This design comes from an exercise in tuning for small area and few clock cycles on the open sky130 flow, not from production work.
RTL that was checked went through simulation tests only; none was proved equivalent to the original.
The RTL of run 2 was laid out without a check of its function.
Power and IR drop assume default switching activity.

[design.v]
package matmul_pkg;
    localparam int W    = 32;
    localparam int TILE = 2;
    typedef logic [W-1:0]            elem_t;
    typedef logic [1:0][1:0][W-1:0]  tile_t;
    typedef enum logic [1:0] {
        IDLE  = 2'd0,
        ISSUE = 2'd1,
        WAIT  = 2'd2,
        DONE  = 2'd3
    } sched_state_e;
endpackage
module matmul_tile_idx_ctr #(
    parameter int NB = 2,
    parameter int IW = 1
) (
    input  logic          clk,
    input  logic          rst_n,
    input  logic          clr_i,
    input  logic          step_i,
    output logic [IW-1:0] i_o,
    output logic [IW-1:0] j_o,
    output logic [IW-1:0] k_o,
    output logic          last_o,
    output logic          k_first_o
);
    localparam logic [IW-1:0] MAX = IW'(NB - 1);
    logic [IW-1:0] i_q, j_q, k_q;
    logic [IW-1:0] i_d, j_d, k_d;
    always_comb begin
        i_d = i_q;
        j_d = j_q;
        k_d = k_q;
        if (clr_i) begin
            i_d = '0;
            j_d = '0;
            k_d = '0;
        end else if (step_i) begin
            if (k_q != MAX) begin
                k_d = k_q + IW'(1);
            end else begin
                k_d = '0;
                if (j_q != MAX) begin
                    j_d = j_q + IW'(1);
                end else begin
                    j_d = '0;
                    i_d = (i_q != MAX) ? i_q + IW'(1) : '0;
                end
            end
        end
    end
    always_ff @(posedge clk) begin
        if (!rst_n) begin
            i_q <= '0;
            j_q <= '0;
            k_q <= '0;
        end else begin
            i_q <= i_d;
            j_q <= j_d;
            k_q <= k_d;
        end
    end
    assign i_o       = i_q;
    assign j_o       = j_q;
    assign k_o       = k_q;
    assign last_o    = (i_q == MAX) && (j_q == MAX) && (k_q == MAX);
    assign k_first_o = (k_q == '0);
endmodule
module matmul_tile_sched #(
    parameter int W       = matmul_pkg::W,
    parameter int DIM     = 4,
    parameter int TILE    = matmul_pkg::TILE,
    parameter int TIMEOUT = 64
) (
    input  logic                           clk,
    input  logic                           rst_n,
    input  logic                           start,
    input  logic [DIM-1:0][DIM-1:0][W-1:0] a_in,
    input  logic [DIM-1:0][DIM-1:0][W-1:0] b_in,
    output logic                           busy,
    output logic                           done,
    output logic                           err,
    output logic [DIM-1:0][DIM-1:0][W-1:0] c_out,
    output logic                           tile_start,
    output logic [1:0][1:0][W-1:0]         tile_x,
    output logic [1:0][1:0][W-1:0]         tile_y,
    input  logic                           tile_done,
    input  logic [1:0][1:0][W-1:0]         tile_p
);
    localparam int TW = 4 * W;
    if ((W != 32) || (DIM != 4) || (TILE != 2) || (TIMEOUT != 64)) begin : g_param_check
        $error("matmul_tile_sched: only W=32, DIM=4, TILE=2, TIMEOUT=64 are supported");
    end
    logic [16*W-1:0] a_f, b_f, c_f;
    logic [TW-1:0]   p_f, x_f, y_f;
    assign a_f    = a_in;
    assign b_f    = b_in;
    assign p_f    = tile_p;
    assign c_out  = c_f;
    assign tile_x = x_f;
    assign tile_y = y_f;
    logic       busy_q;      
    logic       fin_q;       
    logic       err_q;
    logic [2:0] n_q;         
    logic [5:0] wd_q;        
    logic accept, ans, abort;
    assign accept = start && !busy_q;
    assign ans    = busy_q && !fin_q && tile_done;
    assign abort  = busy_q && !fin_q && !tile_done && (wd_q == 6'd63);
    always_ff @(posedge clk) begin
        if (!rst_n) begin
            busy_q <= 1'b0;
            fin_q  <= 1'b0;
            err_q  <= 1'b0;
            n_q    <= 3'd0;
            wd_q   <= 6'd0;
        end else begin
            if (accept) begin
                busy_q <= 1'b1;
                err_q  <= 1'b0;
                n_q    <= 3'd0;
                wd_q   <= 6'd0;
            end else if (fin_q) begin
                busy_q <= 1'b0;
                fin_q  <= 1'b0;
            end else if (ans) begin
                n_q  <= n_q + 3'd1;
                wd_q <= 6'd0;
                if (n_q == 3'd7) fin_q <= 1'b1;
            end else if (abort) begin
                busy_q <= 1'b0;
                err_q  <= 1'b1;
            end else begin
                wd_q <= wd_q + 6'd1;
            end
        end
    end
    assign busy       = busy_q;
    assign done       = fin_q;
    assign err        = err_q;
    assign tile_start = accept || (ans && (n_q != 3'd7));
    logic [TW-1:0] ain_t [4];
    logic [TW-1:0] bin_t [4];
    for (genvar t = 0; t < 4; t++) begin : g_in
        for (genvar e = 0; e < 4; e++) begin : g_e
            localparam int R = 2 * (t / 2) + e / 2;
            localparam int C = 2 * (t % 2) + e % 2;
            assign ain_t[t][e*W +: W] = a_f[(4*R + C)*W +: W];
            assign bin_t[t][e*W +: W] = b_f[(4*R + C)*W +: W];
        end
    end
    logic [TW-1:0] s_c00, s_c01, s_c11, s_c10;    
    logic [TW-1:0] s_a01, s_a11, s_b00, s_b10, s_b11;
    logic [TW-1:0] part, sum;
    always_comb begin
        case (n_q)
            3'd4:    part = s_c00;
            3'd5:    part = s_c01;
            3'd6:    part = s_c11;
            3'd7:    part = s_c10;
            default: part = '0;
        endcase
    end
    for (genvar e = 0; e < 4; e++) begin : g_add
        assign sum[e*W +: W] = part[e*W +: W] + p_f[e*W +: W];
    end
    logic wr_c00, wr_c01, wr_c11, wr_c10;
    assign wr_c00 = ans && (n_q[1:0] == 2'd0);
    assign wr_c01 = ans && (n_q[1:0] == 2'd1);
    assign wr_c11 = ans && (n_q[1:0] == 2'd2);
    assign wr_c10 = ans && (n_q[1:0] == 2'd3);
    always_ff @(posedge clk) begin
        if (accept) begin
            s_c01 <= ain_t[0];
            s_c11 <= bin_t[1];
            s_c10 <= ain_t[2];
            s_a01 <= ain_t[1];
            s_a11 <= ain_t[3];
            s_b00 <= bin_t[0];
            s_b10 <= bin_t[2];
            s_b11 <= bin_t[3];
        end else begin
            if (wr_c01) s_c01 <= sum;
            if (wr_c11) s_c11 <= sum;
            if (wr_c10) s_c10 <= sum;
        end
        if (wr_c00) s_c00 <= sum;
    end
    always_comb begin
        if (!busy_q) begin
            x_f = ain_t[0];
            y_f = bin_t[0];
        end else begin
            case (n_q)
                3'd0:         x_f = s_c01;    
                3'd1, 3'd2:   x_f = s_c10;    
                3'd3, 3'd4:   x_f = s_a01;
                default:      x_f = s_a11;
            endcase
            case (n_q)
                3'd0, 3'd1:   y_f = s_c11;    
                3'd2:         y_f = s_b00;
                3'd3, 3'd6:   y_f = s_b10;
                default:      y_f = s_b11;
            endcase
        end
    end
    logic [TW-1:0] c_t [4];
    assign c_t[0] = s_c00;
    assign c_t[1] = s_c01;
    assign c_t[2] = s_c10;
    assign c_t[3] = s_c11;
    for (genvar t = 0; t < 4; t++) begin : g_out
        for (genvar e = 0; e < 4; e++) begin : g_e
            localparam int R = 2 * (t / 2) + e / 2;
            localparam int C = 2 * (t % 2) + e % 2;
            assign c_f[(4*R + C)*W +: W] = c_t[t][e*W +: W];
        end
    end
endmodule
[run.sh]
#!/bin/bash
# synth_recipe.tcl (not shown) runs the flow's synth.tcl, then flattens the netlist and writes it again
# the make line also repeats each setting of config.mk as NAME=value (left out here)
make -C /OpenROAD-flow-scripts/flow DESIGN_CONFIG=/design/flow/config.mk WORK_HOME=/design/flow/orfs CLKGATE_MAP_FILE= SYNTH_SCRIPT=/design/flow/synth_recipe.tcl finish
[config.mk]
export PLATFORM = sky130hd
export DESIGN_NAME = matmul_tile_sched
export DESIGN_NICKNAME = matmul_tile_sched
export VERILOG_FILES = /design/flow/design.v
export SDC_FILE = /design/flow/constraint.sdc
export NUM_CORES = 4
export LEC_CHECK = 0
export CAP_MARGIN = 20
export CORE_AREA = 5 5 695 695
export DIE_AREA = 0 0 700 700
export SLEW_MARGIN = 20
[constraint.sdc]
create_clock -name core_clock -period 6.0 [get_ports {clk}]
set_input_delay 1.2000 -clock core_clock [delete_from_list [all_inputs] [get_ports {clk}]]
set_output_delay 1.2000 -clock core_clock [all_outputs]
set_load 0.01 [all_outputs]
==> results of run 1 <==
worst max-delay path, delay by kind of cell (launching register included):
kind / cells / cell delay, ns
buffers and inverters: 2 / 1.18
and+or+nand+nor: 2 / 0.91
DFF: 1 / 0.75
AOI/OAI and AO/OA: 2 / 0.63
layer usage:
layer	up-vias	global-route usage	share of wire
met5	-	0	0.0022
met4	182	0.0863	0.048
met3	883	0.123	0.15
met2	4209	0.319	0.44
met1	28500	0.235	0.36
li1	23200	-	-
logic make-up (layout without fill, tap and decap cells):
family / Yosys count / after routing / synth area share
compound gates: 1390 / 1390 / 0.169
xor+xnor: 125 / 125 / 0.0193
fa+ha+maj: 135 / 135 / 0.0301
buf+inv: 379 / 2399 / 0.0254
flops: 1164 / 1164 / 0.610
mux: 34 / 34 / 0.00657
other cells: 0 / 66 / 0
simple gates: 1987 / 1987 / 0.140
state kept, by name, summed over array words and instances, names as in the netlist:
name,cells
s_c11,128
s_b00,128
busy_q,1
wd_q,6
fin_q,1
s_b10,128
n_q,3
s_c00,128
s_a01,128
s_b11,128
s_c10,128
err_q,1
s_a11,128
s_c01,128
power breakdown:
| part | switching, mW | internal (mW) | leakage (nW) |
|---|---|---|---|
| Clock | 4.25 | 5.55 | 2.50 |
| Combinational | 2.85 | 1.83 | 18.2 |
| Sequential | 0.659 | 9.65 | 11.1 |
Yosys cell counts (15+ instances only):
cell type  count
nand2_1     1349
edfxtp_1    1152
nor2_1       424
a21oi_1      420
clkbuf_1     301
a221oi_1     264
a22oi_1      242
a21o_1       155
ha_1         131
o21ai_0       86
xnor2_1       74
o21a_1        65
xor2_1        50
inv_1         43
and2_1        34
nand4_1       33
nand2b_1      29
nand3_1       27
mux2_2        24
nor3_1        21
a31oi_1       16
buf_1         15
buf_2         15
nor2b_1       15
path summary, 6_finish.rpt:
| check | end | slack (ns) | start |
|---|---|---|---|
| hold / removal | wd_q[1]$_SDFFE_PP0P_ | 0.49 | wd_q[1]$_SDFFE_PP0P_ |
| setup reg to reg | s_c10[120]$_DFFE_PP_ | 0.56 | n_q[2]$_SDFFE_PP0P_ |
| setup / recovery | tile_y[97] | 0.16 | n_q[2]$_SDFFE_PP0P_ |
| hold reg to reg | wd_q[1]$_SDFFE_PP0P_ | 0.49 | wd_q[1]$_SDFFE_PP0P_ |
layout make-up:
cell class,instances,area [sq um],area share
Clock buffer,187,4220,0.0469
Sequential cell,1164,34800,0.387
Clock inverter,99,906,0.0101
Multi-Input combinational cell,3671,21000,0.233
Timing Repair Buffer,2070,20900,0.232
Antenna cell,66,165,0.00184
Inverter,43,169,0.00188
Tap cell,6247,7820,0.0869
==> results.txt, run 1 <==
R2R depth=15; commonest non-fill, non-tap cells in the layout=clkdlybuf4s50_1 (1911), nand2_1 (1346), edfxtp_1 (1152); Setup Buffers After CTS=0; WL/cell=around 40 um; clock latency (worst-skew pair)=0.85 ns; top post-synthesis cells by area=edfxtp_1 (61%), nand2_1 (8.9%), a221oi_1 (4.0%), a21oi_1 (3.7%), a22oi_1 (3.2%); largest area contributor in the netlist=edfxtp_1; sequential share of the synthesized area=0.610; crit path max fanout=49; Crit. End Element=primary output; Residual DRC=0; Netlist cell types=between 80 and 90; CTS tree=done; Pre-antenna DRT Iters=7; Finished Layout Cells=~14000; WS Path Type=reg -> out; IO Port Bufs=1927; GP Congestion=0.992; Design Area, Final=0.0900 sq mm; hold path cells=2; Overflow after GRT=0; clk slew on worst S/H paths=0.06 ns; max-slew violations=0; area share of the largest cell type after synthesis=0.605; clock skew=0.0423 ns; final hold vios=0; initial drt markers=8871; yosys warns=4; Layout area overhead=57.5%; crit path DAT=4.64 ns; critical path's slowest cell=clkdlybuf4s50_1; #FFs+latches synth=1164; total number of vias=57000; required time worst endpoint=about 4.8 ns; clk sinks=1164; Total GRT Usage=0.209; core area=0.475 sq mm; initial antenna violation count=roughly 260; die height=700 um; Max clock buf depth=4; vias per std cell=4.21; Mean Syn Cell Area=11.0 sq um; Top FF cell, synth=edfxtp_1; Netlist Area Pre-Place=0.0571 sq mm; final setup fails=0; Cell Pwr Density=276 mW/mm^2; Util after Layout=0.190; max_cap viols=0; final worst-path cycle share=0.973; setup ws final=around 0.16 ns; DRT antenna net count=0; Root Buffer Master=clkbuf_16; CTS H-Tree Depth=4; first-pass GRT wire length=657000 um; Cell Chain, Critical Path=and2_4, nand2b_4, buf_12, a221oi_1, a21oi_1, clkdlybuf4s50_1; row count=253; total power=~25 mW; startpoint type of the worst setup path=register; vias in the first global route=53400; Post-CTS Resized=0; Slew @ Worst Pin=1.15 ns; die area=0.490 sq mm; Initial Util=0.120; fin nets=8403; Final min period=about 5.8 ns; WL final=539000 um; unrepaired setup endpoints after global routing=no; Placed Area=0.0847 sq mm; hold slack=0.494 ns; share of post-route cells with drive strength above 1=0.0664; outcome=timing/DRC/antenna clean; largest net degree at the start of global routing=approximately 130; fillcell total=52100; HP Class=reg -> reg; VDD IR-drop max=0.212 mV; TritonCTS Buffers=162; Syn Inst Count=between 5000 and 6000; Post-synth EDFFs=1152; Fin Setup TNS=0 ns; Max Freq=about 0.17 GHz; dpl ws=0.619 ns; Hold-fix buffers, CTS=0; DIE WIDTH=700 um; Slew HR=0.227; post-DP HPWL=458000 um; post-synth net total=6505; max incr delay on CP=0.89 ns; Inst Count DP=around 13000; FFs w/ async S/R, synth=0; leading cell type in the layout, fill and taps excluded=clkdlybuf4s50_1; I/O pins=1928; Pleak=31.7 nW
Testbench counts, summed over its fixed seeds: cycles 11,156.
==> inputs of run 2 (changes only) <==
--- a/design.v
+++ b/design.v
@@ -100,18 +100,16 @@
     assign tile_x = x_f;
     assign tile_y = y_f;
     logic       busy_q;      
-    logic       fin_q;       
     logic       err_q;
     logic [2:0] n_q;         
     logic [5:0] wd_q;        
     logic accept, ans, abort;
     assign accept = start && !busy_q;
-    assign ans    = busy_q && !fin_q && tile_done;
-    assign abort  = busy_q && !fin_q && !tile_done && (wd_q == 6'd63);
+    assign ans    = busy_q && tile_done;
+    assign abort  = busy_q && !tile_done && (wd_q == 6'd63);
     always_ff @(posedge clk) begin
         if (!rst_n) begin
             busy_q <= 1'b0;
-            fin_q  <= 1'b0;
             err_q  <= 1'b0;
             n_q    <= 3'd0;
             wd_q   <= 6'd0;
@@ -121,13 +119,10 @@
                 err_q  <= 1'b0;
                 n_q    <= 3'd0;
                 wd_q   <= 6'd0;
-            end else if (fin_q) begin
-                busy_q <= 1'b0;
-                fin_q  <= 1'b0;
             end else if (ans) begin
-                n_q  <= n_q + 3'd1;
                 wd_q <= 6'd0;
-                if (n_q == 3'd7) fin_q <= 1'b1;
+                if (n_q == 3'd7) busy_q <= 1'b0;
+                else             n_q    <= n_q + 3'd1;
             end else if (abort) begin
                 busy_q <= 1'b0;
                 err_q  <= 1'b1;
@@ -137,7 +132,7 @@
         end
     end
     assign busy       = busy_q;
-    assign done       = fin_q;
+    assign done       = ans && (n_q == 3'd7);
     assign err        = err_q;
     assign tile_start = accept || (ans && (n_q != 3'd7));
     logic [TW-1:0] ain_t [4];
@@ -152,7 +147,8 @@
     end
     logic [TW-1:0] s_c00, s_c01, s_c11, s_c10;    
     logic [TW-1:0] s_a01, s_a11, s_b00, s_b10, s_b11;
-    logic [TW-1:0] part, sum;
+    logic [TW-1:0] part, pg, sum;
+    assign pg = ans ? p_f : '0;
     always_comb begin
         case (n_q)
             3'd4:    part = s_c00;
@@ -163,7 +159,7 @@
         endcase
     end
     for (genvar e = 0; e < 4; e++) begin : g_add
-        assign sum[e*W +: W] = part[e*W +: W] + p_f[e*W +: W];
+        assign sum[e*W +: W] = part[e*W +: W] + pg[e*W +: W];
     end
     logic wr_c00, wr_c01, wr_c11, wr_c10;
     assign wr_c00 = ans && (n_q[1:0] == 2'd0);
@@ -209,7 +205,7 @@
     logic [TW-1:0] c_t [4];
     assign c_t[0] = s_c00;
     assign c_t[1] = s_c01;
-    assign c_t[2] = s_c10;
+    assign c_t[2] = sum;
     assign c_t[3] = s_c11;
     for (genvar t = 0; t < 4; t++) begin : g_out
         for (genvar e = 0; e < 4; e++) begin : g_e
==> flow/run.sh (new file) <==
#!/bin/bash
# Standard layout, with the port buffers made of the smallest buffer and the
# I/O pins allowed on every routing track of the die's edge.
set -euo pipefail
export BUFFER_PORTS_ARGS="-buffer_cell sky130_fd_sc_hd__buf_1"
export PLACE_PINS_ARGS="-min_distance 1 -min_distance_in_tracks"
bash standard.sh > standard.log 2>&1
==> standard.sh (new file) <==
#!/bin/bash
# synth_recipe.tcl (not shown) runs the flow's synth.tcl, then flattens the netlist and writes it again
# the make line also repeats each setting of config.mk as NAME=value (left out here)
make -C /OpenROAD-flow-scripts/flow DESIGN_CONFIG=/design/flow/config.mk WORK_HOME=/design/flow/orfs CLKGATE_MAP_FILE= SYNTH_SCRIPT=/design/flow/synth_recipe.tcl "${@:-finish}"
--- a/config.mk
+++ b/config.mk
@@ -6,6 +6,7 @@
 export NUM_CORES = 4
 export LEC_CHECK = 0
 export CAP_MARGIN = 20
-export CORE_AREA = 5 5 695 695
-export DIE_AREA = 0 0 700 700
+export CORE_MARGIN = 2
+export CORE_UTILIZATION = 60
+export PLACE_DENSITY = 0.7
 export SLEW_MARGIN = 20
removed: run.sh
==> run 2 against run 1 <==
- the run now fails in 5_1_grt
- synthesized cell count increased by 3.6%
- area after synthesis rose by 2.9%
==> results.txt, run 2 <==
outcome=stopped before the end; Last stage=5_1_grt; stop err=[ERROR GRT-0116] Global routing finished with congestion. Check the congestion regions in the DRC Viewer.; Overflow after GRT=about 120; Compound-Gate Fraction of Synth Area=0.155; fraction of the mapped netlist area in simple logic gates=0.170; GP Congestion=1.07; TritonCTS Buffers=119; DIE WIDTH=between 300 and 400 um; CTS H-Tree Depth=3; largest area contributor in the netlist=edfxtp_1; post-DP HPWL=203000 um; #FFs+latches synth=1163; Max clock buf depth=3; post-synth net total=about 6700; FFs w/ async S/R, synth=0; Syn Inst Count=5400; largest family of logic cells by synthesized area=simple AND/OR/NAND/NOR gates; count leader, synth=edfxtp_1; first-pass GRT wire length=419000 um; I/O pins=1928; Post-synth top cells=edfxtp_1 (1152), nand2_1 (945), nor2_1 (660); Mean Syn Cell Area=10.9 sq um; Top FF cell, synth=edfxtp_1; Netlist cell types=95; Root Buffer Master=clkbuf_16; vias in the first global route=57700; Total GRT Usage=0.594; mux share of post-synthesis cell area=0.0106; sequential share of the synthesized area=0.592; row count=114; Placed Area=roughly 0.068 sq mm; clk sinks=between 1000 and 1500; top post-synthesis cells by area=edfxtp_1 (59%), nand2_1 (6.0%), nor2_1 (4.2%), a221oi_1 (3.9%), a22oi_1 (3.2%); yosys warns=4; xor and xnor area share after synthesis=0.0171; Post-synth EDFFs=1152; Hold-fix buffers, CTS=0; area share of the largest cell type after synthesis=0.588; largest net degree at the start of global routing=144; Synth Area in Adders=0.0290; Initial Util=0.607; Netlist Area Pre-Place=a little under 0.06 sq mm; IO Port Bufs=around 1900; die height=approximately 320 um
[run 2: cell families after synthesis]
family,Yosys count
DFF,1163
xor gates and xnor gates,114
AOI/OAI and AO/OA,1210
buffers and inverters,416
muxes,58
adders and majority gates,134
and+or+nand+nor,2305
[run 2: timing repair]
action	in CTS
gates cloned	5
pin swaps	5
buffers inserted	13
setup endpoints to repair	54
resized for setup	30
[run 2: worst max-delay path by stage]
stage | startpoint | endpoint | slack, ns | depth (start not counted)
2_1_floorplan | start | s_c01[0]$_DFFE_PP_ | 0.49 | 6
3_3_place_gp | tile_done | c_out[438] | 0.23 | 14
3_5_place_dp | tile_done | c_out[438] | 0.20 | 14
4_1_cts | n_q[0]$_SDFFE_PP0P_ | c_out[281] | 0.0009 | 15
[run 2: through the flow]
stage | std cells | setup slack [ns] | hold WS (ns) | power (mW) | utilization
after CTS | 8601 | 0.000899 | 0.487 | 20.3 | 0.741
after detailed placement | 8363 | 0.203 | 0.464 | 12.8 | 0.698
after global placement | 8363 | 0.232 | 0.458 | 12.8 | 0.698
after floorplan | 5400 | 0.489 | 0.444 | 11.4 | -
[run 2: power groups by stage]
stage / sequential [mW] / clock (mW) / combinational (mW)
after floorplan: 10.2 / 0 / 1.27
after global placement: 10.1 / 0 / 2.65
after detailed placement: 10.1 / 0 / 2.69
after CTS: 9.97 / 7.59 / 2.72
[run 2: layer usage]
layer  overflow  global-route usage
met2         83               0.812
met5          0              0.0535
met3          0               0.349
met1          1               0.659
met4         38               0.490

-- separate check: timing with driven ports --
The results above use ideal ports. As a check the final layout listed here was re-extracted and re-timed, cells and wires unchanged.
Step 1 (the two cells are an assumption about what drives the block):
set clk [get_ports {clk}]
set_driving_cell -lib_cell sky130_fd_sc_hd__clkbuf_16 $clk
set_driving_cell -lib_cell sky130_fd_sc_hd__buf_2 [delete_from_list [all_inputs] $clk]
Step 2 also shifts input and output timing later by t, the mid clock arrival at the registers, as if the neighbouring blocks saw the same clock.
Three values: no drivers, after step 1, after step 2; two values: the first two.
run: run 1
shift t [ns]: 0.949
setup slack, ns: 0.162 / 0.046 / 0.565
worst setup path at the end: register to register
latest minus earliest clock arrival (ns): 0.042 / 0.042
cell pins on the clock port's net: 1
After both steps run 1 still meets setup and hold. For run 1, drivers alone change the setup slack by -0.116 ns; drivers and shift together by +0.403 ns.
